Context: an optimization exercise on an open-source flow, tuned for a short achievable clock period and few clock cycles. The choices shown serve that exercise and are no tape-out recipe.
RTL that was checked went through simulation tests only; none was proved equivalent to the original.
The clock input has no modelled driver; a real chip could not lean on it and would need a root buffer or a full tree.

==> 03-04: inputs <==
## update_scheduler
module update_scheduler #(
  parameter int unsigned DATA_BUS_WIDTH    = 64,
  parameter int unsigned ENCODE_ADDR_WIDTH = 18,
  parameter int unsigned FEATURE_LENTH     = 9,
  parameter int unsigned CMD_DEPTH         = 4,
  parameter int unsigned FEAT_DEPTH        = 32
) (
  input  logic                          clk,
  input  logic                          rst,
  input  logic                          cmd_valid,
  output logic                          cmd_ready,
  input  logic                          cmd_op,
  input  logic [ENCODE_ADDR_WIDTH-1:0]  cmd_pos,
  input  logic                          feat_valid,
  output logic                          feat_ready,
  input  logic [DATA_BUS_WIDTH-1:0]     feat_data,
  output logic                          add_anchor,
  output logic                          del_anchor,
  output logic [ENCODE_ADDR_WIDTH-1:0]  pos_encode,
  output logic [DATA_BUS_WIDTH-1:0]     feature_in,
  input  logic                          add_done,
  input  logic                          del_done,
  output logic                          busy,
  output logic                          cmp_valid,
  output logic                          cmp_op,
  output logic [$clog2(CMD_DEPTH):0]    cmd_level
);
==> flow/config.mk <==
export PLATFORM = sky130hd
export DESIGN_NAME = update_scheduler
export DESIGN_NICKNAME = update_scheduler
export VERILOG_FILES = /design/flow/design.v
export SDC_FILE = /design/flow/constraint.sdc
export NUM_CORES = 4
export LEC_CHECK = 0
export CAP_MARGIN = 20
export CORE_MARGIN = 2
export CORE_UTILIZATION = 65
export SETUP_SLACK_MARGIN = 2.5
export SLEW_MARGIN = 20
export TNS_END_PERCENT = 20
==> flow/constraint.sdc <==
create_clock -name core_clock -period 4.2 [get_ports {clk}]
set_input_delay 0.8400 -clock core_clock [delete_from_list [all_inputs] [get_ports {clk}]]
set_output_delay 0.8400 -clock core_clock [all_outputs]
set_load 0.01 [all_outputs]
standard.sh (not shown) runs the stock make flow with config.mk's settings and CLKGATE_MAP_FILE= SYNTH_SCRIPT=/design/flow/synth_recipe.tcl, a recipe that flattens the netlist after the stock synthesis.
==> flow/flow/run.sh <==
#!/bin/bash
# Standard ORFS layout with three changes: the clock tree is built by
# flow/mycts.tcl (via the PRE_CTS hook) instead of TritonCTS, the port
# buffers are plain buffers, and the resizer may change a cell's footprint.
set -euo pipefail
W=$PWD
bash standard.sh PRE_CTS_TCL="$W/flow/pre_cts.tcl" \
  BUFFER_PORTS_ARGS="-buffer_cell sky130_fd_sc_hd__buf_4" \
  MATCH_CELL_FOOTPRINT=0 finish > "$W/run_orfs.log" 2>&1
Other scripts of this flow, unchanged in this note and not shown: flow/flow/mycts.tcl, flow/flow/pre_cts.tcl
==> inputs of 07-22, as changes to 03-04 <==
--- a/flow/design.v
+++ b/flow/design.v
@@ -115,24 +115,24 @@
       ws_v <= feat_acc;
     end
   end
   always_ff @(posedge clk) begin
     cs_op  <= cmd_op;
     cs_pos <= cmd_pos;
     ws_d   <= feat_data;
   end
-  logic           iok_q;
-  logic           iss, cmp, wpop;
+  logic           iss_q, iss_add_q, iss_del_q;
   logic           add_q, del_q;
-  logic           busy_q, pre_q, preop_q, en_add_q, en_del_q;
-  logic           op_q, dseen_q, rz_q;
+  logic           busy_q, cmp_q, cmpop_q;
+  logic           op_q, dseen_q;
   logic [AW-1:0]  pos_q;
   logic [DW-1:0]  feat_q;
   logic [RW-1:0]  rem_q, rem_d;
+  logic           wpop_q, wpop_d;
   logic           timeout;
   logic [CD-1:0]  cq_v, cq_v_sh, cq_v_d;
   logic [CD-1:0]  csh_q, cld_q;
   logic           cpend_q;
   logic           cq_op  [CD];
   logic [AW-1:0]  cq_pos [CD];
   logic           head_op_d;
   always_comb begin
@@ -144,24 +144,24 @@
   always_ff @(posedge clk or posedge rst) begin
     if (rst) begin
       cq_v    <= '0;
       cpend_q <= 1'b0;
       csh_q   <= '0;
       cld_q   <= '0;
     end else begin
       cq_v    <= cq_v_d;
-      cpend_q <= iss;
+      cpend_q <= iss_q;
       for (int i = 0; i < CD; i++) begin
         if (i + 1 < CD) begin
-          csh_q[i] <= iss && cq_v_d[(i + 1) % CD];
-          cld_q[i] <= iss ? !cq_v_d[(i + 1) % CD] : !cq_v_d[i];
+          csh_q[i] <= iss_q && cq_v_d[(i + 1) % CD];
+          cld_q[i] <= iss_q ? !cq_v_d[(i + 1) % CD] : !cq_v_d[i];
         end else begin
           csh_q[i] <= 1'b0;
-          cld_q[i] <= iss || !cq_v_d[i];
+          cld_q[i] <= iss_q || !cq_v_d[i];
         end
       end
     end
   end
   always_ff @(posedge clk) begin
     for (int i = 0; i < CD; i++) begin
       if (csh_q[i]) begin
         cq_op[i]  <= cq_op[(i + 1) % CD];
@@ -185,46 +185,46 @@
   always_ff @(posedge clk or posedge rst) begin
     if (rst) begin
       wq_v   <= '0;
       pend_q <= 1'b0;
       wsh_q  <= '0;
       wld_q  <= '0;
     end else begin
       wq_v   <= wq_v_d;
-      pend_q <= wpop;
+      pend_q <= wpop_q;
       for (int i = 0; i < FD; i++) begin
         if (i + 1 < FD) begin
-          wsh_q[i] <= wpop && wq_v_d[(i + 1) % FD];
-          wld_q[i] <= wpop ? !wq_v_d[(i + 1) % FD] : !wq_v_d[i];
+          wsh_q[i] <= wpop_q && wq_v_d[(i + 1) % FD];
+          wld_q[i] <= wpop_q ? !wq_v_d[(i + 1) % FD] : !wq_v_d[i];
         end else begin
           wsh_q[i] <= 1'b0;
-          wld_q[i] <= wpop || !wq_v_d[i];
+          wld_q[i] <= wpop_q || !wq_v_d[i];
         end
       end
     end
   end
   always_ff @(posedge clk) begin
     for (int i = 0; i < FD; i++) begin
       if (wsh_q[i])      wq[i] <= wq[(i + 1) % FD];
       else if (wld_q[i]) wq[i] <= ws_d;
     end
   end
   always_comb begin
-    if (cmd_acc && !iss)      lth_d = {lth_q[CD-2:0], 1'b1};
-    else if (!cmd_acc && iss) lth_d = {1'b0, lth_q[CD-1:1]};
+    if (cmd_acc && !iss_q)      lth_d = {lth_q[CD-2:0], 1'b1};
+    else if (!cmd_acc && iss_q) lth_d = {1'b0, lth_q[CD-1:1]};
     else                        lth_d = lth_q;
-    if (cmd_acc && !iss)      lvl_d = lvl_q + 1'b1;
-    else if (!cmd_acc && iss) lvl_d = lvl_q - 1'b1;
+    if (cmd_acc && !iss_q)      lvl_d = lvl_q + 1'b1;
+    else if (!cmd_acc && iss_q) lvl_d = lvl_q - 1'b1;
     else                        lvl_d = lvl_q;
-    if (feat_acc && !wpop)      wcnt_d = wcnt_q + 1'b1;
-    else if (!feat_acc && wpop) wcnt_d = wcnt_q - 1'b1;
+    if (feat_acc && !wpop_q)      wcnt_d = wcnt_q + 1'b1;
+    else if (!feat_acc && wpop_q) wcnt_d = wcnt_q - 1'b1;
     else                          wcnt_d = wcnt_q;
-    if (feat_acc && !wpop)      cth_d = {cth_q[FD-2:0], 1'b1};
-    else if (!feat_acc && wpop) cth_d = {1'b0, cth_q[FD-1:1]};
+    if (feat_acc && !wpop_q)      cth_d = {cth_q[FD-2:0], 1'b1};
+    else if (!feat_acc && wpop_q) cth_d = {1'b0, cth_q[FD-1:1]};
     else                          cth_d = cth_q;
   end
   always_ff @(posedge clk or posedge rst) begin
     if (rst) begin
       lth_q   <= '0;
       lvl_q   <= '0;
       cfull_q <= 1'b0;
       cth_q   <= '0;
@@ -234,66 +234,67 @@
       lth_q   <= lth_d;
       lvl_q   <= lvl_d;
       cfull_q <= (lvl_d == LW'(CD));
       cth_q   <= cth_d;
       wcnt_q  <= wcnt_d;
       ffull_q <= (wcnt_d == ($clog2(FD) + 1)'(FD));
     end
   end
-  logic done_match, busy_d, dseen_d, op_d, rz_d, iok_d, words_ok_d;
-  assign cmp        = pre_q || (en_add_q && add_done) || (en_del_q && del_done) || timeout;
-  assign iss        = iok_q && (!busy_q || cmp);
-  assign wpop       = (iss && !cq_op[0]) || (rem_q != '0);
-  assign done_match = busy_q && (op_q ? del_done : add_done);
-  assign rem_d      = (iss && !cq_op[0]) ? RW'(FEATURE_LENTH - 1) :
+  logic done_match, dn, cmp_d, busy_d, free_d, iss_d, head_del_d, words_ok_d;
+  assign done_match = busy_q && !cmp_q && (op_q ? del_done : add_done);
+  assign dn         = dseen_q || done_match;
+  assign cmp_d      = (busy_q && !cmp_q && dn && (rem_q <= RW'(1))) || timeout;
+  assign busy_d     = iss_q || (busy_q && !cmp_q);
+  assign free_d     = !busy_d || cmp_d;
+  assign head_del_d = head_op_d;
+  assign words_ok_d = wpop_q ? cth_q[FEATURE_LENTH] : cth_q[FEATURE_LENTH-1];
+  assign iss_d      = free_d && cq_v_d[0] && (head_del_d || words_ok_d);
+  assign rem_d      = iss_add_q ? RW'(FEATURE_LENTH - 1) :
                       (rem_q != '0) ? rem_q - 1'b1 : '0;
-  assign rz_d       = (rem_d == '0);
-  assign busy_d     = iss || (busy_q && !cmp);
-  assign dseen_d    = iss ? 1'b0 : (dseen_q || done_match);
-  assign op_d       = iss ? cq_op[0] : op_q;
-  assign words_ok_d = wpop ? cth_q[FEATURE_LENTH] : cth_q[FEATURE_LENTH-1];
-  assign iok_d      = cq_v_d[0] && (head_op_d || words_ok_d);
-  always_ff @(posedge clk or posedge rst) begin
-    if (rst) begin
-      iok_q    <= 1'b0;
-      add_q    <= 1'b0;
-      del_q    <= 1'b0;
-      busy_q   <= 1'b0;
-      pre_q    <= 1'b0;
-      preop_q  <= 1'b0;
-      en_add_q <= 1'b0;
-      en_del_q <= 1'b0;
-      op_q     <= 1'b0;
-      dseen_q  <= 1'b0;
-      rz_q     <= 1'b1;
-      pos_q    <= '0;
-      feat_q   <= '0;
-      rem_q    <= '0;
-    end else begin
-      iok_q    <= iok_d;
-      add_q    <= iss && !cq_op[0];
-      del_q    <= iss && cq_op[0];
-      busy_q   <= busy_d;
-      pre_q    <= busy_d && rz_d && dseen_d;
-      preop_q  <= busy_d && rz_d && dseen_d && op_d;
-      en_add_q <= busy_d && rz_d && !dseen_d && !op_d && !iss;
-      en_del_q <= busy_d && rz_d && !dseen_d && op_d && !iss;
-      op_q     <= op_d;
-      dseen_q  <= dseen_d;
-      rz_q     <= rz_d;
-      if (iss) pos_q <= cq_pos[0];
-      feat_q   <= wpop ? head : '0;
-      rem_q    <= rem_d;
+  assign wpop_d     = (iss_d && !head_del_d) || (rem_d != '0);
+  always_ff @(posedge clk or posedge rst) begin
+    if (rst) begin
+      iss_q     <= 1'b0;
+      iss_add_q <= 1'b0;
+      iss_del_q <= 1'b0;
+      add_q     <= 1'b0;
+      del_q     <= 1'b0;
+      busy_q    <= 1'b0;
+      cmp_q     <= 1'b0;
+      cmpop_q   <= 1'b0;
+      op_q      <= 1'b0;
+      dseen_q   <= 1'b0;
+      pos_q     <= '0;
+      feat_q    <= '0;
+      rem_q     <= '0;
+      wpop_q    <= 1'b0;
+    end else begin
+      iss_q     <= iss_d;
+      iss_add_q <= iss_d && !head_del_d;
+      iss_del_q <= iss_d && head_del_d;
+      add_q     <= iss_add_q;
+      del_q     <= iss_del_q;
+      busy_q    <= busy_d;
+      cmp_q     <= cmp_d;
+      cmpop_q   <= cmp_d && op_q;
+      if (iss_q) begin
+        op_q  <= cq_op[0];
+        pos_q <= cq_pos[0];
+      end
+      dseen_q   <= iss_q ? 1'b0 : dn;
+      feat_q    <= wpop_q ? head : '0;
+      rem_q     <= rem_d;
+      wpop_q    <= wpop_d;
     end
   end
   assign timeout = 1'b0;
   assign cmd_ready  = !cfull_q;
   assign feat_ready = !ffull_q;
   assign cmd_level  = lvl_q;
   assign add_anchor = add_q;
   assign del_anchor = del_q;
   assign pos_encode = pos_q;
   assign feature_in = feat_q;
   assign busy       = busy_q;
-  assign cmp_valid  = cmp;
-  assign cmp_op     = preop_q || (en_del_q && del_done) || (timeout && op_q);
+  assign cmp_valid  = cmp_q;
+  assign cmp_op     = cmpop_q;
 endmodule
==> summary of the runs <==
- Against 03-04, the worst setup slack of 07-22 is better by 0.58 ns.
- In 07-22 the sequential share of layout area is higher than in 03-04, by 0.83 points.
- Die area is about the same in 03-04 and 07-22.
- Against 07-22, the hold slack of 03-04 is worse by 0.038 ns.
Testbench counts of 07-22, summed over its fixed seeds: cycles 18,115.
No functional check of the RTL was part of 03-04. No run of this note takes its clock network from TritonCTS; it comes from the design's own scripts or RTL.

-- afterwards: timing with drivers on the ports --
The results above use ideal ports. As a check the final layouts listed here were re-extracted and re-timed, cells and wires unchanged.
Step 1 (the two cells are an assumption about what drives the block):
set clk [get_ports {clk}]
set_driving_cell -lib_cell sky130_fd_sc_hd__clkbuf_16 $clk
set_driving_cell -lib_cell sky130_fd_sc_hd__buf_2 [delete_from_list [all_inputs] $clk]
Step 2 adds t to the input delays and takes it off the output delays; t is the mean of the earliest and latest rising clock arrival at the registers after step 1. Input paths then give back, and output paths get back, about the clock's delay inside the block.
a / b / c = ideal / step 1 / step 2; a / b = the first two.
| run | t, ns | slack for setup (ns) | slew at the worst register clock pin (ns) | worst slew at a driven data input, ns | pins driven straight from the clock port |
|---|---|---|---|---|---|
| 03-04 | 0.708 | 1.665 / 1.514 / 1.101 | 0.10 / 0.10 | 0.07 | 4 |
| 07-22 | 0.710 | 2.242 / 2.071 / 1.798 | 0.10 / 0.10 | 0.06 | 4 |
After both steps setup and hold are still met in every run listed. For 03-04, which loses most, drivers alone change the setup slack by -0.151 ns; drivers and shift together by -0.564 ns.
